This design comes from an exercise in tuning for small area on the open sky130 flow, not from production work.
In this exercise RTL edits were held to simulation tests only and were not proved equivalent to the original.

<file path="design/flow/config.mk">
export PLATFORM = sky130hd
export DESIGN_NAME = fft_peak_detect
export DESIGN_NICKNAME = fft_peak_detect
export VERILOG_FILES = /design/flow/design.v
export SDC_FILE = /design/flow/constraint.sdc
export NUM_CORES = 4
export LEC_CHECK = 0
export CAP_MARGIN = 0
export CORE_MARGIN = 2
export CORE_UTILIZATION = 80
export CTS_BUF_LIST = sky130_fd_sc_hd__clkbuf_8
export SLEW_MARGIN = 0
</file>
<file path="design/flow/constraint.sdc">
create_clock -name core_clock -period 10.0 [get_ports {sys_clk}]
set_input_delay 2.0000 -clock core_clock [delete_from_list [all_inputs] [get_ports {sys_clk}]]
set_output_delay 2.0000 -clock core_clock [all_outputs]
set_load 0.01 [all_outputs]
</file>
<file path="design/flow/design.v">
`default_nettype none
package fft_peak_detect_pkg;
  localparam int FPD_DATA_W = 16;
  localparam int FPD_IDX_W  = 10;
  typedef enum logic [1:0] {
    ST_IDLE   = 2'd0,
    ST_ACCUM  = 2'd1,
    ST_DRAIN  = 2'd2,
    ST_REPORT = 2'd3
  } fpd_state_e;
endpackage
`default_nettype wire
`default_nettype none
module fft_mag2_pipe
#(
  parameter int DATA_W = fft_peak_detect_pkg::FPD_DATA_W
) (
  input  logic [DATA_W-1:0]     in_re,
  input  logic [DATA_W-1:0]     in_im,
  output logic [2*DATA_W-1:0]   out_pow
);
  wire [15:0] a = in_re;
  wire [15:0] b = in_im;
  wire w0 = a[0] & a[1];
  wire w1 = a[0] & a[2];
  wire w2 = a[0] & a[3];
  wire w3 = a[0] & a[4];
  wire w4 = a[0] & a[5];
  wire w5 = a[0] & a[6];
  wire w6 = a[0] & a[7];
  wire w7 = a[0] & a[8];
  wire w8 = a[0] & a[9];
  wire w9 = a[0] & a[10];
  wire w10 = a[0] & a[11];
  wire w11 = a[0] & a[12];
  wire w12 = a[0] & a[13];
  wire w13 = a[0] & a[14];
  wire w14 = ~(a[15] & a[0]);
  wire w15 = a[1] & a[2];
  wire w16 = a[1] & a[3];
  wire w17 = a[1] & a[4];
  wire w18 = a[1] & a[5];
  wire w19 = a[1] & a[6];
  wire w20 = a[1] & a[7];
  wire w21 = a[1] & a[8];
  wire w22 = a[1] & a[9];
  wire w23 = a[1] & a[10];
  wire w24 = a[1] & a[11];
  wire w25 = a[1] & a[12];
  wire w26 = a[1] & a[13];
  wire w27 = a[1] & a[14];
  wire w28 = ~(a[15] & a[1]);
  wire w29 = a[2] & a[3];
  wire w30 = a[2] & a[4];
  wire w31 = a[2] & a[5];
  wire w32 = a[2] & a[6];
  wire w33 = a[2] & a[7];
  wire w34 = a[2] & a[8];
  wire w35 = a[2] & a[9];
  wire w36 = a[2] & a[10];
  wire w37 = a[2] & a[11];
  wire w38 = a[2] & a[12];
  wire w39 = a[2] & a[13];
  wire w40 = a[2] & a[14];
  wire w41 = ~(a[15] & a[2]);
  wire w42 = a[3] & a[4];
  wire w43 = a[3] & a[5];
  wire w44 = a[3] & a[6];
  wire w45 = a[3] & a[7];
  wire w46 = a[3] & a[8];
  wire w47 = a[3] & a[9];
  wire w48 = a[3] & a[10];
  wire w49 = a[3] & a[11];
  wire w50 = a[3] & a[12];
  wire w51 = a[3] & a[13];
  wire w52 = a[3] & a[14];
  wire w53 = ~(a[15] & a[3]);
  wire w54 = a[4] & a[5];
  wire w55 = a[4] & a[6];
  wire w56 = a[4] & a[7];
  wire w57 = a[4] & a[8];
  wire w58 = a[4] & a[9];
  wire w59 = a[4] & a[10];
  wire w60 = a[4] & a[11];
  wire w61 = a[4] & a[12];
  wire w62 = a[4] & a[13];
  wire w63 = a[4] & a[14];
  wire w64 = ~(a[15] & a[4]);
  wire w65 = a[5] & a[6];
  wire w66 = a[5] & a[7];
  wire w67 = a[5] & a[8];
  wire w68 = a[5] & a[9];
  wire w69 = a[5] & a[10];
  wire w70 = a[5] & a[11];
  wire w71 = a[5] & a[12];
  wire w72 = a[5] & a[13];
  wire w73 = a[5] & a[14];
  wire w74 = ~(a[15] & a[5]);
  wire w75 = a[6] & a[7];
  wire w76 = a[6] & a[8];
  wire w77 = a[6] & a[9];
  wire w78 = a[6] & a[10];
  wire w79 = a[6] & a[11];
  wire w80 = a[6] & a[12];
  wire w81 = a[6] & a[13];
  wire w82 = a[6] & a[14];
  wire w83 = ~(a[15] & a[6]);
  wire w84 = a[7] & a[8];
  wire w85 = a[7] & a[9];
  wire w86 = a[7] & a[10];
  wire w87 = a[7] & a[11];
  wire w88 = a[7] & a[12];
  wire w89 = a[7] & a[13];
  wire w90 = a[7] & a[14];
  wire w91 = ~(a[15] & a[7]);
  wire w92 = a[8] & a[9];
  wire w93 = a[8] & a[10];
  wire w94 = a[8] & a[11];
  wire w95 = a[8] & a[12];
  wire w96 = a[8] & a[13];
  wire w97 = a[8] & a[14];
  wire w98 = ~(a[15] & a[8]);
  wire w99 = a[9] & a[10];
  wire w100 = a[9] & a[11];
  wire w101 = a[9] & a[12];
  wire w102 = a[9] & a[13];
  wire w103 = a[9] & a[14];
  wire w104 = ~(a[15] & a[9]);
  wire w105 = a[10] & a[11];
  wire w106 = a[10] & a[12];
  wire w107 = a[10] & a[13];
  wire w108 = a[10] & a[14];
  wire w109 = ~(a[15] & a[10]);
  wire w110 = a[11] & a[12];
  wire w111 = a[11] & a[13];
  wire w112 = a[11] & a[14];
  wire w113 = ~(a[15] & a[11]);
  wire w114 = a[12] & a[13];
  wire w115 = a[12] & a[14];
  wire w116 = ~(a[15] & a[12]);
  wire w117 = a[13] & a[14];
  wire w118 = ~(a[15] & a[13]);
  wire w119 = ~(a[15] & a[14]);
  wire w120 = b[0] & b[1];
  wire w121 = b[0] & b[2];
  wire w122 = b[0] & b[3];
  wire w123 = b[0] & b[4];
  wire w124 = b[0] & b[5];
  wire w125 = b[0] & b[6];
  wire w126 = b[0] & b[7];
  wire w127 = b[0] & b[8];
  wire w128 = b[0] & b[9];
  wire w129 = b[0] & b[10];
  wire w130 = b[0] & b[11];
  wire w131 = b[0] & b[12];
  wire w132 = b[0] & b[13];
  wire w133 = b[0] & b[14];
  wire w134 = ~(b[15] & b[0]);
  wire w135 = b[1] & b[2];
  wire w136 = b[1] & b[3];
  wire w137 = b[1] & b[4];
  wire w138 = b[1] & b[5];
  wire w139 = b[1] & b[6];
  wire w140 = b[1] & b[7];
  wire w141 = b[1] & b[8];
  wire w142 = b[1] & b[9];
  wire w143 = b[1] & b[10];
  wire w144 = b[1] & b[11];
  wire w145 = b[1] & b[12];
  wire w146 = b[1] & b[13];
  wire w147 = b[1] & b[14];
  wire w148 = ~(b[15] & b[1]);
  wire w149 = b[2] & b[3];
  wire w150 = b[2] & b[4];
  wire w151 = b[2] & b[5];
  wire w152 = b[2] & b[6];
  wire w153 = b[2] & b[7];
  wire w154 = b[2] & b[8];
  wire w155 = b[2] & b[9];
  wire w156 = b[2] & b[10];
  wire w157 = b[2] & b[11];
  wire w158 = b[2] & b[12];
  wire w159 = b[2] & b[13];
  wire w160 = b[2] & b[14];
  wire w161 = ~(b[15] & b[2]);
  wire w162 = b[3] & b[4];
  wire w163 = b[3] & b[5];
  wire w164 = b[3] & b[6];
  wire w165 = b[3] & b[7];
  wire w166 = b[3] & b[8];
  wire w167 = b[3] & b[9];
  wire w168 = b[3] & b[10];
  wire w169 = b[3] & b[11];
  wire w170 = b[3] & b[12];
  wire w171 = b[3] & b[13];
  wire w172 = b[3] & b[14];
  wire w173 = ~(b[15] & b[3]);
  wire w174 = b[4] & b[5];
  wire w175 = b[4] & b[6];
  wire w176 = b[4] & b[7];
  wire w177 = b[4] & b[8];
  wire w178 = b[4] & b[9];
  wire w179 = b[4] & b[10];
  wire w180 = b[4] & b[11];
  wire w181 = b[4] & b[12];
  wire w182 = b[4] & b[13];
  wire w183 = b[4] & b[14];
  wire w184 = ~(b[15] & b[4]);
  wire w185 = b[5] & b[6];
  wire w186 = b[5] & b[7];
  wire w187 = b[5] & b[8];
  wire w188 = b[5] & b[9];
  wire w189 = b[5] & b[10];
  wire w190 = b[5] & b[11];
  wire w191 = b[5] & b[12];
  wire w192 = b[5] & b[13];
  wire w193 = b[5] & b[14];
  wire w194 = ~(b[15] & b[5]);
  wire w195 = b[6] & b[7];
  wire w196 = b[6] & b[8];
  wire w197 = b[6] & b[9];
  wire w198 = b[6] & b[10];
  wire w199 = b[6] & b[11];
  wire w200 = b[6] & b[12];
  wire w201 = b[6] & b[13];
  wire w202 = b[6] & b[14];
  wire w203 = ~(b[15] & b[6]);
  wire w204 = b[7] & b[8];
  wire w205 = b[7] & b[9];
  wire w206 = b[7] & b[10];
  wire w207 = b[7] & b[11];
  wire w208 = b[7] & b[12];
  wire w209 = b[7] & b[13];
  wire w210 = b[7] & b[14];
  wire w211 = ~(b[15] & b[7]);
  wire w212 = b[8] & b[9];
  wire w213 = b[8] & b[10];
  wire w214 = b[8] & b[11];
  wire w215 = b[8] & b[12];
  wire w216 = b[8] & b[13];
  wire w217 = b[8] & b[14];
  wire w218 = ~(b[15] & b[8]);
  wire w219 = b[9] & b[10];
  wire w220 = b[9] & b[11];
  wire w221 = b[9] & b[12];
  wire w222 = b[9] & b[13];
  wire w223 = b[9] & b[14];
  wire w224 = ~(b[15] & b[9]);
  wire w225 = b[10] & b[11];
  wire w226 = b[10] & b[12];
  wire w227 = b[10] & b[13];
  wire w228 = b[10] & b[14];
  wire w229 = ~(b[15] & b[10]);
  wire w230 = b[11] & b[12];
  wire w231 = b[11] & b[13];
  wire w232 = b[11] & b[14];
  wire w233 = ~(b[15] & b[11]);
  wire w234 = b[12] & b[13];
  wire w235 = b[12] & b[14];
  wire w236 = ~(b[15] & b[12]);
  wire w237 = b[13] & b[14];
  wire w238 = ~(b[15] & b[13]);
  wire w239 = ~(b[15] & b[14]);
  wire w240 = w10 ^ w23;
  wire w241 = w10 & w23;
  wire w242, w243;
  assign {w243, w242} = w12 + w25 + w37;
  wire w244 = w48 ^ w58;
  wire w245 = w48 & w58;
  wire w246, w247;
  assign {w247, w246} = w13 + w26 + w38;
  wire w248 = w49 ^ w59;
  wire w249 = w49 & w59;
  wire w250, w251;
  assign {w251, w250} = w14 + w27 + w39;
  wire w252, w253;
  assign {w253, w252} = w50 + w60 + w69;
  wire w254, w255;
  assign {w255, w254} = w77 + w84 + a[8];
  wire w256 = w134 ^ w147;
  wire w257 = w134 & w147;
  wire w258, w259;
  assign {w259, w258} = w28 + w40 + w51;
  wire w260, w261;
  assign {w261, w260} = w61 + w70 + w78;
  wire w262, w263;
  assign {w263, w262} = w85 + w148 + w160;
  wire w264, w265;
  assign {w265, w264} = w41 + w52 + w62;
  wire w266, w267;
  assign {w267, w266} = w71 + w79 + w86;
  wire w268, w269;
  assign {w269, w268} = w92 + a[9] + w161;
  wire w270, w271;
  assign {w271, w270} = w53 + w63 + w72;
  wire w272, w273;
  assign {w273, w272} = w64 + w73 + w81;
  wire w274 = w6 ^ w19;
  wire w275 = w6 & w19;
  wire w276, w277;
  assign {w277, w276} = w8 + w21 + w33;
  wire w278 = w44 ^ w54;
  wire w279 = w44 & w54;
  wire w280, w281;
  assign {w281, w280} = w9 + w22 + w34;
  wire w282 = w45 ^ w55;
  wire w283 = w45 & w55;
  wire w284, w285;
  assign {w285, w284} = w35 + w46 + w56;
  wire w286, w287;
  assign {w287, w286} = w65 + a[6] + w130;
  wire w288, w289;
  assign {w289, w288} = w143 + w155 + w166;
  wire w290, w291;
  assign {w291, w290} = w11 + w24 + w36;
  wire w292, w293;
  assign {w293, w292} = w47 + w57 + w66;
  wire w294, w295;
  assign {w295, w294} = w131 + w144 + w156;
  wire w296 = w167 ^ w177;
  wire w297 = w167 & w177;
  wire w298, w299;
  assign {w299, w298} = w67 + w75 + a[7];
  wire w300, w301;
  assign {w301, w300} = w132 + w145 + w157;
  wire w302, w303;
  assign {w303, w302} = w168 + w178 + w187;
  wire w304, w305;
  assign {w305, w304} = w195 + b[7] + w242;
  wire w306, w307;
  assign {w307, w306} = w68 + w76 + w133;
  wire w308, w309;
  assign {w309, w308} = w146 + w158 + w169;
  wire w310, w311;
  assign {w311, w310} = w179 + w188 + w196;
  wire w312, w313;
  assign {w313, w312} = w246 + w248 + w243;
  wire w314, w315;
  assign {w315, w314} = w159 + w170 + w180;
  wire w316, w317;
  assign {w317, w316} = w189 + w197 + w204;
  wire w318, w319;
  assign {w319, w318} = b[8] + w250 + w252;
  wire w320, w321;
  assign {w321, w320} = w254 + w256 + w247;
  wire w322, w323;
  assign {w323, w322} = w171 + w181 + w190;
  wire w324, w325;
  assign {w325, w324} = w198 + w205 + 1'b1;
  wire w326, w327;
  assign {w327, w326} = w258 + w260 + w262;
  wire w328, w329;
  assign {w329, w328} = w251 + w253 + w255;
  wire w330, w331;
  assign {w331, w330} = w172 + w182 + w191;
  wire w332, w333;
  assign {w333, w332} = w199 + w206 + w212;
  wire w334, w335;
  assign {w335, w334} = b[9] + w264 + w266;
  wire w336, w337;
  assign {w337, w336} = w268 + w259 + w261;
  wire w338, w339;
  assign {w339, w338} = w80 + w87 + w93;
  wire w340, w341;
  assign {w341, w340} = w173 + w183 + w192;
  wire w342, w343;
  assign {w343, w342} = w200 + w207 + w213;
  wire w344, w345;
  assign {w345, w344} = w270 + w265 + w267;
  wire w346, w347;
  assign {w347, w346} = w88 + w94 + w99;
  wire w348, w349;
  assign {w349, w348} = a[10] + w184 + w193;
  wire w350, w351;
  assign {w351, w350} = w201 + w208 + w214;
  wire w352, w353;
  assign {w353, w352} = w219 + b[10] + w272;
  wire w354, w355;
  assign {w355, w354} = w74 + w82 + w89;
  wire w356, w357;
  assign {w357, w356} = w95 + w100 + w194;
  wire w358, w359;
  assign {w359, w358} = w202 + w209 + w215;
  wire w360, w361;
  assign {w361, w360} = w83 + w90 + w96;
  wire w362, w363;
  assign {w363, w362} = w101 + w105 + a[11];
  wire w364, w365;
  assign {w365, w364} = w203 + w210 + w216;
  wire w366, w367;
  assign {w367, w366} = w91 + w97 + w102;
  wire w368, w369;
  assign {w369, w368} = w98 + w103 + w107;
  wire w370, w371;
  assign {w371, w370} = w4 + w17 + w29;
  wire w372 = w5 ^ w18;
  wire w373 = w5 & w18;
  wire w374, w375;
  assign {w375, w374} = w31 + w42 + a[4];
  wire w376, w377;
  assign {w377, w376} = w126 + w139 + w151;
  wire w378, w379;
  assign {w379, w378} = w7 + w20 + w32;
  wire w380, w381;
  assign {w381, w380} = w43 + w127 + w140;
  wire w382 = w152 ^ w163;
  wire w383 = w152 & w163;
  wire w384, w385;
  assign {w385, w384} = a[5] + w128 + w141;
  wire w386, w387;
  assign {w387, w386} = w153 + w164 + w174;
  wire w388, w389;
  assign {w389, w388} = b[5] + w276 + w278;
  wire w390, w391;
  assign {w391, w390} = w129 + w142 + w154;
  wire w392, w393;
  assign {w393, w392} = w165 + w175 + w280;
  wire w394, w395;
  assign {w395, w394} = w282 + w277 + w279;
  wire w396, w397;
  assign {w397, w396} = w176 + w185 + b[6];
  wire w398, w399;
  assign {w399, w398} = w240 + w284 + w286;
  wire w400, w401;
  assign {w401, w400} = w288 + w281 + w283;
  wire w402, w403;
  assign {w403, w402} = w186 + w241 + w290;
  wire w404, w405;
  assign {w405, w404} = w292 + w294 + w296;
  wire w406, w407;
  assign {w407, w406} = w285 + w287 + w289;
  wire w408, w409;
  assign {w409, w408} = w244 + w298 + w300;
  wire w410, w411;
  assign {w411, w410} = w302 + w304 + w291;
  wire w412, w413;
  assign {w413, w412} = w293 + w295 + w297;
  wire w414, w415;
  assign {w415, w414} = w245 + w306 + w308;
  wire w416, w417;
  assign {w417, w416} = w310 + w312 + w299;
  wire w418, w419;
  assign {w419, w418} = w301 + w303 + w305;
  wire w420, w421;
  assign {w421, w420} = w249 + w314 + w316;
  wire w422, w423;
  assign {w423, w422} = w318 + w320 + w307;
  wire w424, w425;
  assign {w425, w424} = w309 + w311 + w313;
  wire w426, w427;
  assign {w427, w426} = w257 + w322 + w324;
  wire w428, w429;
  assign {w429, w428} = w326 + w328 + w315;
  wire w430, w431;
  assign {w431, w430} = w317 + w319 + w321;
  wire w432, w433;
  assign {w433, w432} = w263 + w330 + w332;
  wire w434, w435;
  assign {w435, w434} = w334 + w336 + w323;
  wire w436, w437;
  assign {w437, w436} = w325 + w327 + w329;
  wire w438, w439;
  assign {w439, w438} = w269 + w338 + w340;
  wire w440, w441;
  assign {w441, w440} = w342 + w344 + w331;
  wire w442, w443;
  assign {w443, w442} = w333 + w335 + w337;
  wire w444, w445;
  assign {w445, w444} = w271 + w346 + w348;
  wire w446, w447;
  assign {w447, w446} = w350 + w352 + w339;
  wire w448, w449;
  assign {w449, w448} = w341 + w343 + w345;
  wire w450, w451;
  assign {w451, w450} = w220 + w273 + w354;
  wire w452, w453;
  assign {w453, w452} = w356 + w358 + w347;
  wire w454, w455;
  assign {w455, w454} = w349 + w351 + w353;
  wire w456, w457;
  assign {w457, w456} = w221 + w225 + b[11];
  wire w458, w459;
  assign {w459, w458} = w360 + w362 + w364;
  wire w460, w461;
  assign {w461, w460} = w355 + w357 + w359;
  wire w462, w463;
  assign {w463, w462} = w106 + w211 + w217;
  wire w464, w465;
  assign {w465, w464} = w222 + w226 + w366;
  wire w466, w467;
  assign {w467, w466} = w361 + w363 + w365;
  wire w468, w469;
  assign {w469, w468} = w110 + a[12] + w218;
  wire w470, w471;
  assign {w471, w470} = w223 + w227 + w230;
  wire w472, w473;
  assign {w473, w472} = b[12] + w368 + w367;
  wire w474, w475;
  assign {w475, w474} = w104 + w108 + w111;
  wire w476, w477;
  assign {w477, w476} = w224 + w228 + w231;
  wire w478, w479;
  assign {w479, w478} = w109 + w112 + w114;
  wire w480, w481;
  assign {w481, w480} = a[13] + w229 + w232;
  wire w482, w483;
  assign {w483, w482} = w2 + w15 + a[2];
  wire w484 = w3 ^ w16;
  wire w485 = w3 & w16;
  wire w486, w487;
  assign {w487, w486} = a[3] + w124 + w137;
  wire w488 = w149 ^ b[3];
  wire w489 = w149 & b[3];
  wire w490, w491;
  assign {w491, w490} = w30 + w125 + w138;
  wire w492, w493;
  assign {w493, w492} = w150 + w372 + w371;
  wire w494, w495;
  assign {w495, w494} = w162 + b[4] + w274;
  wire w496, w497;
  assign {w497, w496} = w374 + w376 + w373;
  wire w498, w499;
  assign {w499, w498} = w275 + w378 + w380;
  wire w500, w501;
  assign {w501, w500} = w382 + w375 + w377;
  wire w502, w503;
  assign {w503, w502} = w384 + w386 + w388;
  wire w504, w505;
  assign {w505, w504} = w379 + w381 + w383;
  wire w506, w507;
  assign {w507, w506} = w390 + w392 + w394;
  wire w508, w509;
  assign {w509, w508} = w385 + w387 + w389;
  wire w510, w511;
  assign {w511, w510} = w396 + w398 + w400;
  wire w512, w513;
  assign {w513, w512} = w391 + w393 + w395;
  wire w514, w515;
  assign {w515, w514} = w402 + w404 + w406;
  wire w516, w517;
  assign {w517, w516} = w397 + w399 + w401;
  wire w518, w519;
  assign {w519, w518} = w408 + w410 + w412;
  wire w520, w521;
  assign {w521, w520} = w403 + w405 + w407;
  wire w522, w523;
  assign {w523, w522} = w414 + w416 + w418;
  wire w524, w525;
  assign {w525, w524} = w409 + w411 + w413;
  wire w526, w527;
  assign {w527, w526} = w420 + w422 + w424;
  wire w528, w529;
  assign {w529, w528} = w415 + w417 + w419;
  wire w530, w531;
  assign {w531, w530} = w426 + w428 + w430;
  wire w532, w533;
  assign {w533, w532} = w421 + w423 + w425;
  wire w534, w535;
  assign {w535, w534} = w432 + w434 + w436;
  wire w536, w537;
  assign {w537, w536} = w427 + w429 + w431;
  wire w538, w539;
  assign {w539, w538} = w438 + w440 + w442;
  wire w540, w541;
  assign {w541, w540} = w433 + w435 + w437;
  wire w542, w543;
  assign {w543, w542} = w444 + w446 + w448;
  wire w544, w545;
  assign {w545, w544} = w439 + w441 + w443;
  wire w546, w547;
  assign {w547, w546} = w450 + w452 + w454;
  wire w548, w549;
  assign {w549, w548} = w445 + w447 + w449;
  wire w550, w551;
  assign {w551, w550} = w456 + w458 + w460;
  wire w552, w553;
  assign {w553, w552} = w451 + w453 + w455;
  wire w554, w555;
  assign {w555, w554} = w462 + w464 + w466;
  wire w556, w557;
  assign {w557, w556} = w457 + w459 + w461;
  wire w558, w559;
  assign {w559, w558} = w468 + w470 + w472;
  wire w560, w561;
  assign {w561, w560} = w463 + w465 + w467;
  wire w562, w563;
  assign {w563, w562} = w369 + w474 + w476;
  wire w564, w565;
  assign {w565, w564} = w469 + w471 + w473;
  wire w566, w567;
  assign {w567, w566} = w234 + b[13] + w478;
  wire w568, w569;
  assign {w569, w568} = w480 + w475 + w477;
  wire w570, w571;
  assign {w571, w570} = w113 + w115 + w233;
  wire w572, w573;
  assign {w573, w572} = w235 + w479 + w481;
  wire w574, w575;
  assign {w575, w574} = w116 + w117 + a[14];
  wire w576, w577;
  assign {w577, w576} = w236 + w237 + b[14];
  wire w578 = w0 ^ a[1];
  wire w579 = w0 & a[1];
  wire w580 = w122 ^ w135;
  wire w581 = w122 & w135;
  wire w582, w583;
  assign {w583, w582} = w123 + w136 + w484;
  wire w584, w585;
  assign {w585, w584} = w370 + w486 + w488;
  wire w586, w587;
  assign {w587, w586} = w490 + w492 + w487;
  wire w588, w589;
  assign {w589, w588} = w494 + w496 + w491;
  wire w590, w591;
  assign {w591, w590} = w498 + w500 + w495;
  wire w592, w593;
  assign {w593, w592} = w502 + w504 + w499;
  wire w594, w595;
  assign {w595, w594} = w506 + w508 + w503;
  wire w596, w597;
  assign {w597, w596} = w510 + w512 + w507;
  wire w598, w599;
  assign {w599, w598} = w514 + w516 + w511;
  wire w600, w601;
  assign {w601, w600} = w518 + w520 + w515;
  wire w602, w603;
  assign {w603, w602} = w522 + w524 + w519;
  wire w604, w605;
  assign {w605, w604} = w526 + w528 + w523;
  wire w606, w607;
  assign {w607, w606} = w530 + w532 + w527;
  wire w608, w609;
  assign {w609, w608} = w534 + w536 + w531;
  wire w610, w611;
  assign {w611, w610} = w538 + w540 + w535;
  wire w612, w613;
  assign {w613, w612} = w542 + w544 + w539;
  wire w614, w615;
  assign {w615, w614} = w546 + w548 + w543;
  wire w616, w617;
  assign {w617, w616} = w550 + w552 + w547;
  wire w618, w619;
  assign {w619, w618} = w554 + w556 + w551;
  wire w620, w621;
  assign {w621, w620} = w558 + w560 + w555;
  wire w622, w623;
  assign {w623, w622} = w562 + w564 + w559;
  wire w624, w625;
  assign {w625, w624} = w566 + w568 + w563;
  wire w626, w627;
  assign {w627, w626} = w570 + w572 + w567;
  wire w628, w629;
  assign {w629, w628} = w574 + w576 + w571;
  wire w630, w631;
  assign {w631, w630} = w118 + w238 + w575;
  wire w632, w633;
  assign {w633, w632} = w119 + a[15] + w239;
  wire w634 = w120 ^ b[1];
  wire w635 = w120 & b[1];
  wire w636, w637;
  assign {w637, w636} = w1 + w121 + w579;
  wire w638, w639;
  assign {w639, w638} = b[2] + w482 + w580;
  wire w640, w641;
  assign {w641, w640} = w483 + w582 + w581;
  wire w642, w643;
  assign {w643, w642} = w485 + w584 + w583;
  wire w644, w645;
  assign {w645, w644} = w489 + w586 + w585;
  wire w646, w647;
  assign {w647, w646} = w493 + w588 + w587;
  wire w648, w649;
  assign {w649, w648} = w497 + w590 + w589;
  wire w650, w651;
  assign {w651, w650} = w501 + w592 + w591;
  wire w652, w653;
  assign {w653, w652} = w505 + w594 + w593;
  wire w654, w655;
  assign {w655, w654} = w509 + w596 + w595;
  wire w656, w657;
  assign {w657, w656} = w513 + w598 + w597;
  wire w658, w659;
  assign {w659, w658} = w517 + w600 + w599;
  wire w660, w661;
  assign {w661, w660} = w521 + w602 + w601;
  wire w662, w663;
  assign {w663, w662} = w525 + w604 + w603;
  wire w664, w665;
  assign {w665, w664} = w529 + w606 + w605;
  wire w666, w667;
  assign {w667, w666} = w533 + w608 + w607;
  wire w668, w669;
  assign {w669, w668} = w537 + w610 + w609;
  wire w670, w671;
  assign {w671, w670} = w541 + w612 + w611;
  wire w672, w673;
  assign {w673, w672} = w545 + w614 + w613;
  wire w674, w675;
  assign {w675, w674} = w549 + w616 + w615;
  wire w676, w677;
  assign {w677, w676} = w553 + w618 + w617;
  wire w678, w679;
  assign {w679, w678} = w557 + w620 + w619;
  wire w680, w681;
  assign {w681, w680} = w561 + w622 + w621;
  wire w682, w683;
  assign {w683, w682} = w565 + w624 + w623;
  wire w684, w685;
  assign {w685, w684} = w569 + w626 + w625;
  wire w686, w687;
  assign {w687, w686} = w573 + w628 + w627;
  wire w688, w689;
  assign {w689, w688} = w577 + w630 + w629;
  wire w690, w691;
  assign {w691, w690} = b[15] + w632 + w631;
  wire [31:0] ra = {w633, w690, w688, w686, w684, w682, w680, w678, w676, w674, w672, w670, w668, w666, w664, w662, w660, w658, w656, w654, w652, w650, w648, w646, w644, w642, w640, w638, w636, w578, 1'b0, a[0]};
  wire [31:0] rb = {w691, w689, w687, w685, w683, w681, w679, w677, w675, w673, w671, w669, w667, w665, w663, w661, w659, w657, w655, w653, w651, w649, w647, w645, w643, w641, w639, w637, w635, w634, 1'b0, b[0]};
  wire w692 = ra[0] ^ rb[0];
  wire w693 = ra[0] & rb[0];
  wire w694, w695;
  assign {w695, w694} = ra[1] + rb[1] + w693;
  wire w696, w697;
  assign {w697, w696} = ra[2] + rb[2] + w695;
  wire w698, w699;
  assign {w699, w698} = ra[3] + rb[3] + w697;
  wire w700, w701;
  assign {w701, w700} = ra[4] + rb[4] + w699;
  wire w702, w703;
  assign {w703, w702} = ra[5] + rb[5] + w701;
  wire w704, w705;
  assign {w705, w704} = ra[6] + rb[6] + w703;
  wire w706, w707;
  assign {w707, w706} = ra[7] + rb[7] + w705;
  wire w708 = ra[8] & rb[8];
  wire w709 = ra[9] & rb[9];
  wire w710 = ra[10] & rb[10];
  wire w711 = ra[11] & rb[11];
  wire w712 = ra[12] & rb[12];
  wire w713 = ra[13] & rb[13];
  wire w714 = ra[14] & rb[14];
  wire w715 = ra[15] & rb[15];
  wire w716 = ra[16] & rb[16];
  wire w717 = ra[17] & rb[17];
  wire w718 = ra[18] & rb[18];
  wire w719 = ra[19] & rb[19];
  wire w720 = ra[20] & rb[20];
  wire w721 = ra[21] & rb[21];
  wire w722 = ra[22] & rb[22];
  wire w723 = ra[23] & rb[23];
  wire w724 = ra[24] & rb[24];
  wire w725 = ra[25] & rb[25];
  wire w726 = ra[26] & rb[26];
  wire w727 = ra[27] & rb[27];
  wire w728 = ra[28] & rb[28];
  wire w729 = ra[29] & rb[29];
  wire w730 = ra[30] & rb[30];
  wire w731 = ra[31] & rb[31];
  wire w732 = ra[8] ^ rb[8];
  wire w733 = ra[9] ^ rb[9];
  wire w734 = ra[10] ^ rb[10];
  wire w735 = ra[11] ^ rb[11];
  wire w736 = ra[12] ^ rb[12];
  wire w737 = ra[13] ^ rb[13];
  wire w738 = ra[14] ^ rb[14];
  wire w739 = ra[15] ^ rb[15];
  wire w740 = ra[16] ^ rb[16];
  wire w741 = ra[17] ^ rb[17];
  wire w742 = ra[18] ^ rb[18];
  wire w743 = ra[19] ^ rb[19];
  wire w744 = ra[20] ^ rb[20];
  wire w745 = ra[21] ^ rb[21];
  wire w746 = ra[22] ^ rb[22];
  wire w747 = ra[23] ^ rb[23];
  wire w748 = ra[24] ^ rb[24];
  wire w749 = ra[25] ^ rb[25];
  wire w750 = ra[26] ^ rb[26];
  wire w751 = ra[27] ^ rb[27];
  wire w752 = ra[28] ^ rb[28];
  wire w753 = ra[29] ^ rb[29];
  wire w754 = ra[30] ^ rb[30];
  wire w755 = ra[31] ^ rb[31];
  wire w756 = w708 | (w732 & w707);
  wire w757 = w709 | (w733 & w756);
  wire w758 = w733 & w732;
  wire w759 = w711 | (w735 & w710);
  wire w760 = w735 & w734;
  wire w761 = w713 | (w737 & w712);
  wire w762 = w737 & w736;
  wire w763 = w715 | (w739 & w714);
  wire w764 = w739 & w738;
  wire w765 = w717 | (w741 & w716);
  wire w766 = w741 & w740;
  wire w767 = w719 | (w743 & w718);
  wire w768 = w743 & w742;
  wire w769 = w721 | (w745 & w720);
  wire w770 = w745 & w744;
  wire w771 = w723 | (w747 & w722);
  wire w772 = w747 & w746;
  wire w773 = w725 | (w749 & w724);
  wire w774 = w749 & w748;
  wire w775 = w727 | (w751 & w726);
  wire w776 = w751 & w750;
  wire w777 = w729 | (w753 & w728);
  wire w778 = w753 & w752;
  wire w779 = w731 | (w755 & w730);
  wire w780 = w755 & w754;
  wire w781 = w759 | (w760 & w757);
  wire w782 = w760 & w758;
  wire w783 = w763 | (w764 & w761);
  wire w784 = w764 & w762;
  wire w785 = w767 | (w768 & w765);
  wire w786 = w768 & w766;
  wire w787 = w771 | (w772 & w769);
  wire w788 = w772 & w770;
  wire w789 = w775 | (w776 & w773);
  wire w790 = w776 & w774;
  wire w791 = w779 | (w780 & w777);
  wire w792 = w780 & w778;
  wire w793 = w783 | (w784 & w781);
  wire w794 = w784 & w782;
  wire w795 = w787 | (w788 & w785);
  wire w796 = w788 & w786;
  wire w797 = w791 | (w792 & w789);
  wire w798 = w792 & w790;
  wire w799 = w795 | (w796 & w793);
  wire w800 = w796 & w794;
  wire w801 = w797 | (w798 & w799);
  wire w802 = w798 & w800;
  wire w803 = w785 | (w786 & w793);
  wire w804 = w786 & w794;
  wire w805 = w789 | (w790 & w799);
  wire w806 = w790 & w800;
  wire w807 = w761 | (w762 & w781);
  wire w808 = w762 & w782;
  wire w809 = w765 | (w766 & w793);
  wire w810 = w766 & w794;
  wire w811 = w769 | (w770 & w803);
  wire w812 = w770 & w804;
  wire w813 = w773 | (w774 & w799);
  wire w814 = w774 & w800;
  wire w815 = w777 | (w778 & w805);
  wire w816 = w778 & w806;
  wire w817 = w710 | (w734 & w757);
  wire w818 = w734 & w758;
  wire w819 = w712 | (w736 & w781);
  wire w820 = w736 & w782;
  wire w821 = w714 | (w738 & w807);
  wire w822 = w738 & w808;
  wire w823 = w716 | (w740 & w793);
  wire w824 = w740 & w794;
  wire w825 = w718 | (w742 & w809);
  wire w826 = w742 & w810;
  wire w827 = w720 | (w744 & w803);
  wire w828 = w744 & w804;
  wire w829 = w722 | (w746 & w811);
  wire w830 = w746 & w812;
  wire w831 = w724 | (w748 & w799);
  wire w832 = w748 & w800;
  wire w833 = w726 | (w750 & w813);
  wire w834 = w750 & w814;
  wire w835 = w728 | (w752 & w805);
  wire w836 = w752 & w806;
  wire w837 = w730 | (w754 & w815);
  wire w838 = w754 & w816;
  wire w839 = w732 ^ w707;
  wire w840 = w733 ^ w756;
  wire w841 = w734 ^ w757;
  wire w842 = w735 ^ w817;
  wire w843 = w736 ^ w781;
  wire w844 = w737 ^ w819;
  wire w845 = w738 ^ w807;
  wire w846 = w739 ^ w821;
  wire w847 = w740 ^ w793;
  wire w848 = w741 ^ w823;
  wire w849 = w742 ^ w809;
  wire w850 = w743 ^ w825;
  wire w851 = w744 ^ w803;
  wire w852 = w745 ^ w827;
  wire w853 = w746 ^ w811;
  wire w854 = w747 ^ w829;
  wire w855 = w748 ^ w799;
  wire w856 = w749 ^ w831;
  wire w857 = w750 ^ w813;
  wire w858 = w751 ^ w833;
  wire w859 = w752 ^ w805;
  wire w860 = w753 ^ w835;
  wire w861 = w754 ^ w815;
  wire w862 = w755 ^ w837;
  assign out_pow = {w862, w861, w860, w859, w858, w857, w856, w855, w854, w853, w852, w851, w850, w849, w848, w847, w846, w845, w844, w843, w842, w841, w840, w839, w706, w704, w702, w700, w698, w696, w694, w692};
endmodule
`default_nettype wire
`default_nettype none
module fft_peak_detect
#(
  parameter int DATA_W = fft_peak_detect_pkg::FPD_DATA_W,
  parameter int FFT_N  = 1024,
  parameter int IDX_W  = fft_peak_detect_pkg::FPD_IDX_W
) (
  input  logic                sys_clk,
  input  logic                sys_rst,
  input  logic [DATA_W-1:0]   s_re,
  input  logic [DATA_W-1:0]   s_im,
  input  logic                s_valid,
  input  logic                s_last,
  output logic                s_ready,
  output logic [IDX_W-1:0]    peak_idx,
  output logic [2*DATA_W-1:0] peak_pow,
  output logic                peak_valid,
  output logic                frame_err,
  output logic                busy
);
  localparam int PW = 2 * DATA_W;
  logic             en_q, post_q, bad_q;
  logic [IDX_W-1:0] cnt_q, run_idx_q, peak_idx_q;
  logic [PW-1:0]    run_pow_q, peak_pow_q;
  logic             w_accept, w_at_end, w_last, w_elig, w_first, w_hit, w_load;
  logic [PW-1:0]    w_pow;
  logic             w_gt;
  assign w_accept = s_valid & s_ready;
  assign w_at_end = &cnt_q;
  assign w_last   = w_accept & (s_last | w_at_end);
  assign w_elig   = ~cnt_q[IDX_W-1] & (|cnt_q);
  assign w_first  = (cnt_q == IDX_W'(1));
  fft_mag2_pipe #(.DATA_W(DATA_W)) u_mag2 (
    .in_re   (s_re),
    .in_im   (s_im),
    .out_pow (w_pow)
  );
  fft_peak_cmp #(.W(PW)) u_cmp (.a(w_pow), .b(run_pow_q), .gt(w_gt), .lt());
  assign w_hit  = w_accept & w_elig & (w_first | w_gt);
  assign w_load = post_q & (cnt_q == IDX_W'(FFT_N - 2)) & ~bad_q;
  always_ff @(posedge sys_clk) begin
    if (w_hit) begin
      run_pow_q <= w_pow;
      run_idx_q <= w_first ? IDX_W'(|{s_re, s_im}) : cnt_q;
    end
    if (!post_q) bad_q <= ~(s_last & w_at_end);
  end
  always_ff @(posedge sys_clk or negedge sys_rst) begin
    if (!sys_rst) begin
      en_q       <= 1'b0;
      post_q     <= 1'b0;
      cnt_q      <= '0;
      peak_idx_q <= '0;
      peak_pow_q <= '0;
    end else begin
      en_q <= 1'b1;
      if (w_last) begin
        post_q <= 1'b1;
        cnt_q  <= IDX_W'(FFT_N - 4);
      end else if (post_q | w_accept) begin
        cnt_q <= cnt_q + IDX_W'(1);
        if (w_at_end) post_q <= 1'b0;
      end
      if (w_load) begin
        peak_idx_q <= run_idx_q;
        peak_pow_q <= run_pow_q;
      end
    end
  end
  assign s_ready    = en_q & ~post_q;
  assign busy       = post_q | (|cnt_q);
  assign peak_valid = post_q & w_at_end & ~bad_q;
  assign frame_err  = post_q & w_at_end & bad_q;
  assign peak_idx   = peak_idx_q;
  assign peak_pow   = peak_pow_q;
endmodule
module fft_peak_cmp
#(
  parameter int W = 32
) (
  input  logic [W-1:0] a,
  input  logic [W-1:0] b,
  output logic         gt,
  output logic         lt
);
  if (W == 1) begin : g_leaf
    assign gt = a[0] & ~b[0];
    assign lt = b[0] & ~a[0];
  end else begin : g_node
    localparam int H = W / 2;
    logic gt_hi, lt_hi, gt_lo, lt_lo;
    fft_peak_cmp #(.W(W - H)) u_hi (.a(a[W-1:H]), .b(b[W-1:H]), .gt(gt_hi), .lt(lt_hi));
    fft_peak_cmp #(.W(H))     u_lo (.a(a[H-1:0]), .b(b[H-1:0]), .gt(gt_lo), .lt(lt_lo));
    assign gt = gt_hi | (~lt_hi & gt_lo);
    assign lt = lt_hi | (~gt_hi & lt_lo);
  end
endmodule
`default_nettype wire
</file>
<file path="design/flow/flow/run.sh">
#!/bin/bash
# Standard synthesis, then a netlist clean-up (flow/faflip.py: full adders
# flipped to cancel inverters, single-load inverters folded into their
# driver), then the standard layout from floorplan on, with plain buf_1
# port buffers.
set -euo pipefail
RES=orfs/results/sky130hd/fft_peak_detect/base
bash standard.sh synth > synth.log 2>&1
cp $RES/1_2_yosys.v yosys_std.v
python3 flow/faflip.py yosys_std.v $RES/1_2_yosys.v > faflip.log 2>&1
rm -f $RES/1_synth.odb
export PRE_GLOBAL_PLACE_TCL="$PWD/flow/ports.tcl"
export CTS_ARGS="-sink_clustering_enable -repair_clock_nets -buf_list sky130_fd_sc_hd__clkbuf_8 -dont_use_dummy_load"
bash standard.sh > layout.log 2>&1
</file>
<file path="design/flow/flow/faflip.py">
#!/usr/bin/env python3
"""Netlist clean-up after synthesis: flips full adders (FA is self-dual,
FA(~a,~b,~c) = ~FA(a,b,c)) to cancel inverters around them, then folds
single-load inverters into the gate that drives them.

usage: faflip.py IN.v OUT.v
"""
import re, sys

PRE = 'sky130_fd_sc_hd__'
src = open(sys.argv[1]).read()

m = re.search(r'^module\s+(\w+)\s*\((.*?)\);', src, re.S | re.M)
ports = set(p.strip() for p in m.group(2).split(','))
inst_re = re.compile(r'^(\s*)(' + PRE + r'\w+)\s+(\S+)\s*\((.*?)\);\n', re.S | re.M)
pin_re = re.compile(r'\.(\w+)\(([^()]*)\)')

cells = {}   # name -> [type, {pin: net}]
order = []
first = None
for mm in inst_re.finditer(src):
    if first is None:
        first = mm.start()
    t, n, body = mm.group(2), mm.group(3), mm.group(4)
    pins = {p: v.strip() for p, v in pin_re.findall(body)}
    cells[n] = [t[len(PRE):], pins]
    order.append(n)
last = list(inst_re.finditer(src))[-1].end()
head, tail = src[:first], src[last:]
assert 'assign' not in tail and 'assign' not in head, 'assign statements not handled'

OUT = {'X', 'Y', 'Q', 'Q_N', 'SUM', 'COUT', 'HI', 'LO'}


def is_port_net(net):
    return net.split('[')[0].strip() in ports


def build():
    drv, loads = {}, {}
    for n, (t, pins) in cells.items():
        for p, v in pins.items():
            if p in OUT:
                drv[v] = (n, p)
            else:
                loads.setdefault(v, []).append((n, p))
    return drv, loads


cnt = [0]
newnets = []


def newnet():
    cnt[0] += 1
    nn = '_ff%d_' % cnt[0]
    newnets.append(nn)
    return nn


def new_inv(a, y):
    cnt[0] += 1
    nm = '_ffi%d_' % cnt[0]
    cells[nm] = ['inv_1', {'A': a, 'Y': y}]
    return nm


def is_inv(n):
    return n in cells and cells[n][0] in ('inv_1', 'clkinv_1')


def cleanup():
    """Remove inverters without loads, and bypass inverter pairs."""
    changed = True
    while changed:
        changed = False
        drv, loads = build()
        for n in list(cells):
            if n not in cells or not is_inv(n):
                continue
            y = cells[n][1]['Y']
            if not loads.get(y) and not is_port_net(y):
                del cells[n]
                changed = True
                continue
            a = cells[n][1]['A']
            d = drv.get(a)
            # inv -> inv: loads of the second may use the first's input.
            if d and is_inv(d[0]) and not is_port_net(y):
                orig = cells[d[0]][1]['A']
                for (ln, lp) in loads.get(y, []):
                    cells[ln][1][lp] = orig
                del cells[n]
                changed = True
                drv, loads = build()


def ninv():
    return sum(1 for n in cells if is_inv(n))


COMP = {'and2_1': 'nand2_1', 'nand2_1': 'and2_1', 'or2_1': 'nor2_1', 'nor2_1': 'or2_1',
        'xor2_1': 'xnor2_1', 'xnor2_1': 'xor2_1', 'and3_1': 'nand3_1', 'nand3_1': 'and3_1',
        'or3_1': 'nor3_1', 'nor3_1': 'or3_1', 'and4_1': 'nand4_1', 'nand4_1': 'and4_1',
        'or4_1': 'nor4_1', 'nor4_1': 'or4_1', 'inv_1': None}


def outpin(t):
    return 'X' if t.startswith(('and', 'or', 'xor', 'buf', 'clkbuf')) else 'Y'


def flip(f):
    drv, loads = build()
    t, pins = cells[f]
    for p in ('A', 'B', 'CIN'):
        v = pins[p]
        d = drv.get(v)
        if d and is_inv(d[0]):
            pins[p] = cells[d[0]][1]['A']
        elif (d and COMP.get(cells[d[0]][0]) and len(loads.get(v, [])) == 1
              and not is_port_net(v)):
            g = cells[d[0]]
            del g[1][outpin(g[0])]
            g[0] = COMP[g[0]]
            g[1][outpin(g[0])] = v
        else:
            # reuse an inverter of this net if there is one
            inv = [ln for (ln, lp) in loads.get(v, []) if is_inv(ln)]
            if inv:
                pins[p] = cells[inv[0]][1]['Y']
            else:
                nn = newnet()
                new_inv(v, nn)
                pins[p] = nn
    for p in ('SUM', 'COUT'):
        o = pins[p]
        on = newnet()
        pins[p] = on
        rest = []
        for (ln, lp) in loads.get(o, []):
            if is_inv(ln) and not is_port_net(cells[ln][1]['Y']):
                y = cells[ln][1]['Y']
                _, l2 = drv, loads
                for (mn, mp) in loads.get(y, []):
                    cells[mn][1][mp] = on
                del cells[ln]
            else:
                rest.append((ln, lp))
        if rest or is_port_net(o):
            new_inv(on, o)


import copy, random


def ha_fix():
    """HA(~x, ~y) = (x ^ y, ~(x | y)): xor2 + nor2, the same area, two inverters gone."""
    n_fixed = 0
    drv, loads = build()
    for n in list(cells):
        if n not in cells or cells[n][0] != 'ha_1':
            continue
        pins = cells[n][1]
        da, db = drv.get(pins['A']), drv.get(pins['B'])
        if not (da and db and is_inv(da[0]) and is_inv(db[0])):
            continue
        x, y = cells[da[0]][1]['A'], cells[db[0]][1]['A']
        del cells[n]
        cnt[0] += 1
        if 'SUM' in pins:
            cells['_ffx%d_' % cnt[0]] = ['xor2_1', {'A': x, 'B': y, 'X': pins['SUM']}]
        if 'COUT' in pins:
            cells['_ffn%d_' % cnt[0]] = ['nor2_1', {'A': x, 'B': y, 'Y': pins['COUT']}]
        n_fixed += 1
        drv, loads = build()
    cleanup()
    return n_fixed


AREA = {}
_cur = None
for _line in open('/OpenROAD-flow-scripts/flow/platforms/sky130hd/lib/sky130_fd_sc_hd__tt_025C_1v80.lib'):
    _m = re.match(r'\s*cell\s*\(\s*"?(\w+)"?\s*\)', _line)
    if _m:
        _cur = _m.group(1)
    _m = re.match(r'\s*area\s*:\s*([\d.]+)', _line)
    if _m and _cur:
        AREA[_cur[len(PRE):]] = float(_m.group(1))
        _cur = None


def cost():
    return sum(AREA[t] for t, _ in cells.values()) - 3.75 * free_invs()


def free_invs():
    """Inverters, not counting those that only feed half adders whose both
    inputs are inverted (ha_fix removes them)."""
    drv, loads = build()
    k = 0
    for n in cells:
        if not is_inv(n):
            continue
        ls = loads.get(cells[n][1]['Y'], [])
        free = bool(ls) and not is_port_net(cells[n][1]['Y'])
        for (ln, lp) in ls:
            if cells[ln][0] != 'ha_1':
                free = False
                break
            other = cells[ln][1]['B' if lp == 'A' else 'A']
            d = drv.get(other)
            if not (d and is_inv(d[0])):
                free = False
                break
        if free:
            k += 1
    return k


# Drop synthesis buffers between cells (placement repairs what needs it).
nbuf = 0
drv, loads = build()
for n in list(cells):
    t, pins = cells[n]
    if not (t.startswith('buf_') or t.startswith('clkbuf_')):
        continue
    a, x = pins['A'], pins['X']
    if is_port_net(x):
        continue
    for (ln, lp) in loads.get(x, []):
        cells[ln][1][lp] = a
    del cells[n]
    nbuf += 1
    drv, loads = build()
print('buffers removed:', nbuf, file=sys.stderr)
cleanup()
base = cost()
print('inverters at start:', ninv(), 'area', base, file=sys.stderr)
random.seed(1)
fas = [n for n in cells if cells[n][0] == 'fa_1']


def components():
    """Two-colour the full adders: an inverter between two adders asks for
    different colours. Returns [(members, colour)] per connected group."""
    drv, loads = build()
    adj = {f: [] for f in fas}
    for f in fas:
        for p in ('A', 'B', 'CIN'):
            v = cells[f][1][p]
            k = 0
            d = drv.get(v)
            while d and is_inv(d[0]):
                k += 1
                d = drv.get(cells[d[0]][1]['A'])
            if d and cells[d[0]][0] == 'fa_1':
                adj[f].append((d[0], k & 1))
                adj[d[0]].append((f, k & 1))
    col, comps = {}, []
    for f in fas:
        if f in col:
            continue
        col[f] = 0
        q, mem = [f], [f]
        while q:
            u = q.pop()
            for (w, par) in adj[u]:
                if w not in col:
                    col[w] = col[u] ^ par
                    q.append(w)
                    mem.append(w)
        comps.append(mem)
    return comps, col


comps, col = components()
print('adder groups:', len(comps), [len(c) for c in comps][:10], file=sys.stderr)
for mem in comps:
    results = []
    for want in (0, 1):
        save = copy.deepcopy(cells)
        for f in mem:
            if col[f] == want:
                flip(f)
                cleanup()
        results.append((cost(), want))
        cells.clear()
        cells.update(save)
    k, want = min(results)
    if k < base:
        for f in mem:
            if col[f] == want:
                flip(f)
                cleanup()
        base = cost()
print('after colouring:', ninv(), base, file=sys.stderr)
best = copy.deepcopy(cells)
best_k = base
for rnd in range(6):
    random.shuffle(fas)
    for f in fas:
        save = copy.deepcopy(cells)
        flip(f)
        cleanup()
        k = cost()
        # accept ties in the first rounds to leave local minima
        if k < base or (k == base and rnd < 3):
            base = k
        else:
            cells.clear()
            cells.update(save)
        if base < best_k:
            best_k = base
            best = copy.deepcopy(cells)
    print('round', rnd, 'inverters', ninv(), 'area', base, file=sys.stderr)
cells.clear()
cells.update(best)
print('inverters after flips:', ninv(), file=sys.stderr)
print('half adders on two inverted inputs rebuilt:', ha_fix(), 'inverters', ninv(), file=sys.stderr)

drv, loads = build()
for n in list(cells):
    t, pins = cells[n]
    if t != 'ha_1':
        continue
    if not loads.get(pins.get('SUM')) and not is_port_net(pins.get('SUM', '')):
        cells[n] = ['and2_1', {'A': pins['A'], 'B': pins['B'], 'X': pins['COUT']}]
    elif not loads.get(pins.get('COUT')) and not is_port_net(pins.get('COUT', '')):
        cells[n] = ['xor2_1', {'A': pins['A'], 'B': pins['B'], 'X': pins['SUM']}]

# Half adders whose outputs only feed inverters: split into gates of the
# inverted polarity (xnor2 / nand2) and drop the inverters.
n_hs = 0
for n in list(cells):
    if n not in cells or cells[n][0] != 'ha_1':
        continue
    drv, loads = build()
    pins = cells[n][1]
    def inv_only(net):
        ls = loads.get(net, [])
        return bool(ls) and not is_port_net(net) and all(is_inv(l) for l, _ in ls)
    so, co = pins.get('SUM'), pins.get('COUT')
    inv_s = so is not None and inv_only(so)
    inv_c = co is not None and inv_only(co)
    if not (inv_s or inv_c):
        continue
    save = copy.deepcopy(cells)
    base = cost()
    a, b = pins['A'], pins['B']
    del cells[n]
    cnt[0] += 1
    for (o, inv, pos, neg, op, on) in ((so, inv_s, 'xor2_1', 'xnor2_1', 'X', 'Y'),
                                        (co, inv_c, 'and2_1', 'nand2_1', 'X', 'Y')):
        if o is None:
            continue
        if inv:
            nn = newnet()
            for (l, _) in loads.get(o, []):
                y = cells[l][1]['Y']
                for (m, mp) in loads.get(y, []):
                    cells[m][1][mp] = nn
                del cells[l]
            cells['_ffh%d_%s' % (cnt[0], neg)] = [neg, {'A': a, 'B': b, on: nn}]
        else:
            cells['_ffh%d_%s' % (cnt[0], pos)] = [pos, {'A': a, 'B': b, op: o}]
    cleanup()
    if cost() < base - 0.01:
        n_hs += 1
    else:
        cells.clear()
        cells.update(save)
print('half adders split into inverted gates:', n_hs, 'inverters', ninv(), file=sys.stderr)

# De Morgan: two-input gates whose inputs come from inverters.
DM2 = {'and2_1': 'nor2_1', 'or2_1': 'nand2_1', 'nand2_1': 'or2_1', 'nor2_1': 'and2_1',
       'xor2_1': 'xor2_1', 'xnor2_1': 'xnor2_1'}
DM1 = {'xor2_1': 'xnor2_1', 'xnor2_1': 'xor2_1'}
n_dm = 0
base = cost()
for n in list(cells):
    if n not in cells or cells[n][0] not in DM2:
        continue
    drv, loads = build()
    t, pins = cells[n]
    ia = drv.get(pins['A'])
    ib = drv.get(pins['B'])
    ia = ia if ia and is_inv(ia[0]) else None
    ib = ib if ib and is_inv(ib[0]) else None
    if ia and ib:
        newt = DM2[t]
    elif (ia or ib) and t in DM1:
        newt = DM1[t]
    else:
        continue
    save = copy.deepcopy(cells)
    out = pins[outpin(t)]
    del pins[outpin(t)]
    if ia:
        pins['A'] = cells[ia[0]][1]['A']
    if ib:
        pins['B'] = cells[ib[0]][1]['A']
    cells[n][0] = newt
    pins[outpin(newt)] = out
    cleanup()
    k = cost()
    if k < base - 0.01:
        base = k
        n_dm += 1
    else:
        cells.clear()
        cells.update(save)
print('gates rewritten on inverted inputs:', n_dm, 'inverters', ninv(), file=sys.stderr)

# mux2 (11.3 um2) -> a22o (8.8 um2) with one shared inverter per select net.
n_mx = 0
drv, loads = build()
sel_inv = {}
for n in list(cells):
    t, pins = cells[n]
    if t not in ('mux2_1', 'mux2_2'):
        continue
    sl = pins['S']
    if sl not in sel_inv:
        inv = [ln for (ln, lp) in loads.get(sl, []) if is_inv(ln)]
        if inv:
            sel_inv[sl] = cells[inv[0]][1]['Y']
        else:
            nn = newnet()
            new_inv(sl, nn)
            sel_inv[sl] = nn
    cells[n] = ['a22o_1', {'A1': sl, 'A2': pins['A1'], 'B1': sel_inv[sl], 'B2': pins['A0'], 'X': pins['X']}]
    n_mx += 1
print('mux2 rebuilt as a22o:', n_mx, file=sys.stderr)

# Fold a single-load inverter into the simple gate that drives it.
folded = 0
drv, loads = build()
for n in list(cells):
    if n not in cells or not is_inv(n):
        continue
    a = cells[n][1]['A']
    d = drv.get(a)
    if not d or d[0] not in cells or is_port_net(a) or len(loads.get(a, [])) != 1:
        continue
    g = cells[d[0]]
    if g[0] not in COMP or COMP[g[0]] is None:
        continue
    outp = 'Y' if 'Y' in g[1] else 'X'
    newt = COMP[g[0]]
    newout = 'Y' if newt.startswith('n') or newt.startswith('xn') else 'X'
    if newt.startswith('xnor'):
        newout = 'Y'
    if newt.startswith('xor'):
        newout = 'X'
    y = cells[n][1]['Y']
    del g[1][outp]
    g[1][newout] = y
    g[0] = newt
    del cells[n]
    folded += 1
    drv, loads = build()
print('folded into gates:', folded, 'inverters left:', ninv(), file=sys.stderr)

# Write out.
used = set()
for t, pins in cells.values():
    used.update(pins.values())
decl = ''.join('  wire %s;\n' % w for w in newnets if w in used)
body = []
for n in order + [k for k in cells if k not in order]:
    if n not in cells:
        continue
    t, pins = cells[n]
    body.append('  %s%s %s (\n%s\n  );\n' % (PRE, t, n, ',\n'.join('    .%s(%s%s)' % (p, v, ' ' if v.startswith('\\') else '') for p, v in pins.items())))
open(sys.argv[2], 'w').write(head.rstrip(' ') + decl + ''.join(body) + tail)
</file>
<file path="design/flow/flow/ports.tcl">
# Port buffers: inputs get sky130_fd_sc_hd__buf_2 (they fan out to many gates),
# outputs the smallest plain buffer.
rename buffer_ports my_orig_buffer_ports
proc buffer_ports {args} {
  my_orig_buffer_ports -inputs -buffer_cell sky130_fd_sc_hd__buf_2
  my_orig_buffer_ports -outputs -buffer_cell sky130_fd_sc_hd__buf_1
}
</file>
<file path="design/flow/standard.sh">
#!/bin/bash
# synth_recipe.tcl (not shown) runs the flow's synth.tcl, then flattens the netlist and writes it again
# the make line also repeats each setting of config.mk as NAME=value (left out here)
make -C /OpenROAD-flow-scripts/flow DESIGN_CONFIG=/design/flow/config.mk WORK_HOME=/design/flow/orfs CLKGATE_MAP_FILE= SYNTH_SCRIPT=/design/flow/synth_recipe.tcl "${@:-finish}"
</file>
==> results of run 1 <==
==> layout by cell type (no fill, tap or decap), drive strengths merged, types with 5 or more instances in the layout <==
master and count:
a21oi 24, a22o 36, and2 54, buf 128, clkbuf 9, dfrtp 54
edfxtp 43, fa 228, inv 69, maj3 15, nand2 246, nand2b 7
nand3 10, nand4 5, nor2 35, nor2b 9, nor3 5, nor4 9
o21ai 27, xnor2 21, xor2 31
==> final cells by class <==
cell class	count	area (µm²)
Clock buffer	9	123.9
Fill cell	584	1343
Inverter	69	259.0
Multi-Input combinational cell	809	7811
Sequential cell	97	2643
Tap cell	176	220.2
Timing Repair Buffer	128	738.2
==> stage by stage <==
| stage | TNS, ns |
|---|---|
| 3_5_place_dp | -7.357 |
| 6_report | 0 |
| 3_3_place_gp | -2.027 |
| 4_1_cts | 0 |
| 2_1_floorplan | 0 |
| 5_1_grt | 0 |
==> repair_timing <==
action                                  CTS  global route
setup buffers                             0             3
gates resized for setup                   0             3
hold buffers                              0             0
endpoints found under the setup margin    0            42
==> registers in the layout, summed over array words and instances, names as in the netlist <==
| name | count |
|---|---|
| peak_pow_q | 32 |
| run_pow_q | 32 |
| cnt_q | 10 |
| peak_idx_q | 10 |
| run_idx_q | 10 |
| bad_q | 1 |
| en_q | 1 |
| post_q | 1 |
==> routing by layer <==
layer,global-route usage (%),up-vias
met3,11.74,181
met5,0,-
li1,-,3462
met4,20.29,0
met1,54.98,4165
met2,72.36,780
==> worst max-delay path: cells and delay by family <==
kind            cells  cell delay, ns
compound gates      9            1.90
fa+ha+maj          11            4.86
simple gates        3            0.45
buf+inv             4            0.57
==> final timing paths <==
path                          startpoint              to  slack (ns)  cells after the start
max in group asynchronous        sys_rst   peak_idx_q[9]        7.79                      2
setup reg to reg           run_pow_q[11]    run_pow_q[0]        7.08                      9
setup / recovery                 s_re[0]    run_pow_q[0]        0.34                     27
hold reg to reg             run_idx_q[4]   peak_idx_q[4]        0.48                      1
min in group asynchronous        sys_rst  peak_pow_q[13]        1.76                      2
hold / removal              run_idx_q[4]   peak_idx_q[4]        0.48                      1
==> run summary, run 1 <==
critical path type input port to flop; initial antenna violation count 0; crit-path max cell delay about 0.52 ns; die height between 100 and 150 µm; synthesized net count about 1200; CTS tree done; routed length on met2 approximately 14000 µm; Data required, critical path approximately 10 ns; metal3 WL 3813 µm; met1 wire length slightly below 10000 µm; most frequent cell on the critical path fa_1; final-report hold violation count 0; Synthesis Warnings 1; Mapped Cells between 900 and 1000; maximum root-to-sink buffer count 2; Post-Route WL approximately 30000 µm; first-pass GRT wire length between 40000 and 50000 µm; Max transition margin 20.11%; ratio of cells with drive above 1 in the final layout 9.263%; area post-placement about 0.012 mm²; Setup WS post-layout about 0.34 ns; Arr. time, crit path about 10 ns; aggregate global-route resource usage 43.84%; initial core utilization slightly above 80%; final worst-path cycle share a little over nine tenths; GR Overflow Total 0; CP endpoint kind flop; RSZ-0062 raised after global routing false; placed cells about 1300; final non-filler cell area 0.01180 mm²; max layer used met4; post-detail-place hpwl between 20000 and 25000 µm; final cell count without fillers about 1300; I/O Pins a little over 80; H-tree levels 3; # port buffers 81; Routability Congestion roughly 0.95; post-route ant nets 0; CORE AREA ~0.013 mm²; CP max-delay cell fa_1; Final Skew 0.02095 ns; CTS sink count slightly below 100; die area roughly 0.014 mm²; clk slew on worst S/H paths around 0.09 ns; Clock Latency Late Sink 0.37 ns; Setup crit start kind input port; Die W ~120 µm; DR vias about 8600; root buffer cell clkbuf_8; total CTS buffers 9; Netlist Area Pre-Place about 0.011 mm²; Final Util 89.78%; Worst Path Max Fanout 20; First-pass DRT Iterations 8; worst slack, placed -0.2247 ns; NumNets Final between 1000 and 1500; syn avg cell area about 11 µm²; minimum clock period between 9 and 10 ns; 1st-iter DRT viols 1022; max cap viols 0; outcome finished clean; Wirelength per Cell 22.83 µm; Worst Tran Pin Value between 1 and 1.5 ns; DRC viols 0; vias in the first global route between 9000 and 10000; post-DR vias/cell roughly 6.7; num rows 42; Worst Hold Class flop to flop; # diodes 0; highest clock rate 103.5 MHz; area delta synth->final 10.35%; Pins Over Slew Limit 0; largest net degree at the start of global routing 55; Fin Hold WS 0.4792 ns; count of final setup violators 0
==> run 2: changes to the inputs <==
--- a/design/flow/config.mk
+++ b/design/flow/config.mk
@@ -9,4 +9,5 @@
 export CORE_MARGIN = 2
 export CORE_UTILIZATION = 80
 export CTS_BUF_LIST = sky130_fd_sc_hd__clkbuf_8
+export GPL_TIMING_DRIVEN = 0
 export SLEW_MARGIN = 0
==> run 2 against run 1 <==
Die area unchanged. Register-to-register slack got worse by 0.41 ns. Global-route usage decreased by 3.3 points. Critical path type unchanged. Highest routed layer unchanged.
==> run summary, run 2 <==
total CTS buffers 9 (unchanged); outcome finished clean; Data required, critical path 10.06 ns (-0.07 ns); 1st-iter DRT viols 897 (-12%); maximum root-to-sink buffer count 2 (unchanged); commonest cells after routing, fill and taps aside nand2_1, fa_1, inv_1; H-tree levels 3 (unchanged); setup TNS 0 ns (unchanged); highest clock rate 102.7 MHz (-0.73%); Final Util 87.90% (-1.9 points); largest net degree at the start of global routing 55 (unchanged); GR Overflow Total 0 (unchanged); vias in the first global route 9000 (-3.1%); Netlist Area Pre-Place 0.01069 mm² (unchanged); Setup crit start kind input port; flop-to-flop setup slack 6.67 ns (-0.41 ns); Worst Hold Class flop to flop; synthesized net count 1241 (unchanged); count of final setup violators 0 (unchanged); root buffer cell clkbuf_8; area delta synth->final 8.042%; r2r endpoint peak_pow_q[0]; Mapped Cells 975 (unchanged); Post-Route WL 26910 µm (-8.5%); Routability Congestion 0.9067 (-4.7%); num rows 42 (unchanged); reg-to-reg startpoint cnt_q[4]; DRC viols 0 (unchanged); die area 0.01430 mm² (unchanged); reg2reg path depth 8 (-1); Critical Path Start s_im[2]; Max transition margin 21.29% (+1.2 points); CORE AREA 0.01314 mm² (unchanged); # port buffers 81 (unchanged); crit path to run_pow_q[1]; final-report hold violation count 0 (unchanged); initial antenna violation count 0 (unchanged); final worst-path cycle share 97.35% (+0.71 points); initial core utilization 81.36% (unchanged); ratio of cells with drive above 1 in the final layout 6.063% (-3.2 points); Global Route met2 Usage 66.71% (-5.6 points); placed cells 1236 (-3.1%); Synthesis Warnings 1 (unchanged); syn avg cell area 10.96 µm² (unchanged); M3 GR Usage 7.890% (-3.8 points); post-DR vias/cell 6.655 (-0.18%); CP endpoint kind flop; post-detail-place hpwl 19520 µm (-17%); Wirelength per Cell 21.56 µm (-5.5%); final cell count without fillers 1248 (-3.1%); die height 119.6 µm (unchanged); first-pass GRT wire length 44350 µm (-6.0%); hold_buf cts 0 (unchanged); NumNets Final 1340 (-2.9%); First-pass DRT Iterations 6 (-2); DR vias 8306 (-3.3%); CTS sink count 97 (unchanged); RSZ-0062 raised after global routing false; max cap viols 0 (unchanged); aggregate global-route resource usage 40.56% (-3.3 points); Pins Over Slew Limit 0 (unchanged); Worst Tran Pin Value 1.181 ns (-0.01645 ns); I/O Pins 82 (unchanged); clk slew on worst S/H paths 0.07 ns (-0.02 ns); Clock Latency Late Sink 0.37 ns (about the same); minimum clock period 9.735 ns (+0.07071 ns); Final Skew 0.02536 ns (+0.004411 ns); post-route ant nets 0 (unchanged); Most Used Layer, Global Route met2; biggest registers after layout peak_pow_q (32), run_pow_q (32); met1 Use GR 53.63% (-1.4 points); critical path type input port to flop; Worst Path Max Fanout 18 (-10%); # diodes 0 (unchanged); CTS tree done; Arr. time, crit path 9.79 ns (about the same); Die W 119.6 µm (unchanged); commonest non-fill, non-tap cell in the layout nand2_1
-- run 2: area by class of cell --
class,instances,area [µm²]
Timing Repair Buffer,88,485.5
Inverter,69,259.0
Fill cell,625,1589
Multi-Input combinational cell,809,7818
Sequential cell,97,2643
Tap cell,176,220.2
Clock buffer,9,123.9
-- run 2: layer usage --
metal | wire [µm] | up-vias
li1 | - | 3388
met1 | 9494 | 4177
met2 | 13380 | 625
met3 | 3101 | 116
met4 | 936 | 0
met5 | 0 | -
-- run 2: critical path: stages --
cell       delay [ns]
buf_4            0.25
nand2_1          0.11
fa_1             0.48
fa_1             0.45
fa_1             0.49
fa_1             0.46
fa_1             0.46
fa_1             0.44
fa_1             0.40
fa_1             0.44
nor2b_2          0.16
o2111ai_1        0.16
a21oi_2          0.28
o2111ai_2        0.21
a21oi_2          0.22
nor2b_1          0.09
fa_1             0.49
or2_2            0.32
maj3_1           0.36
maj3_1           0.37
maj3_1           0.36
o211ai_1         0.20
a2bb2oi_1        0.13
o31ai_4          0.10
buf_4            0.19
buf_16           0.15
-- run 2: metrics by stage --
step	setup slack (ns)	hold slack [ns]	instance area, µm²
final	0.2649	0.4654	11550
after global routing	0.007876	0.4868	11550
after CTS	0.06458	0.4631	11510
after detailed placement	-0.7128	0.4498	11340
after global placement	-1.282	0.4446	11270
after floorplan	0.09670	0.4426	10700
-- run 2: worst min-delay path by stage --
stage	cells after the start	end	from
2_1_floorplan	1	peak_idx_q[0]	run_idx_q[0]
3_3_place_gp	1	peak_idx_q[1]	run_idx_q[1]
3_5_place_dp	1	peak_idx_q[1]	run_idx_q[1]
4_1_cts	1	peak_idx_q[0]	run_idx_q[0]
5_1_grt	1	peak_idx_q[0]	run_idx_q[0]
6_report	1	peak_idx_q[1]	run_idx_q[1]
-- run 2: what timing repair did --
| action | in CTS | in global routing |
|---|---|---|
| setup buffers | 3 | 0 |
| cloned | 0 | 0 |
| resized for setup | 1 | 19 |
| setup endpoints to repair | 42 | 42 |
| pin swaps | 1 | 1 |

port drivers added, routing unchanged:
No port has a modelled driver above. Below, the same layouts with a new extraction and two added sets of constraints.
Step 1, drivers: a clkbuf_16 drives sys_clk and a buf_2 each remaining input, both assumed.
Step 2, shift: input delay + t, output delay - t, t = (earliest + latest rising clock arrival at the registers) / 2. This alone moves slack from input paths to output paths.
Three values: ideal ports, drivers, drivers and shift; two values: the first two.
run | t (ns) | setup slack, ns | worst setup path after step 2 | worst register clock-pin slew, ns | cell pins on the clock port's net
run 1 | 0.394 | 0.336 / 0.350 / -0.043 | input to register | 0.09 / 0.09 | 1
run 2 | 0.390 | 0.265 / 0.273 / -0.117 | input to register | 0.09 / 0.09 | 1
With both steps, setup timing fails in run 1 and run 2, where it was met with ideal ports. For run 2, which loses most, drivers alone change the setup slack by +0.008 ns; drivers and shift together by -0.382 ns.
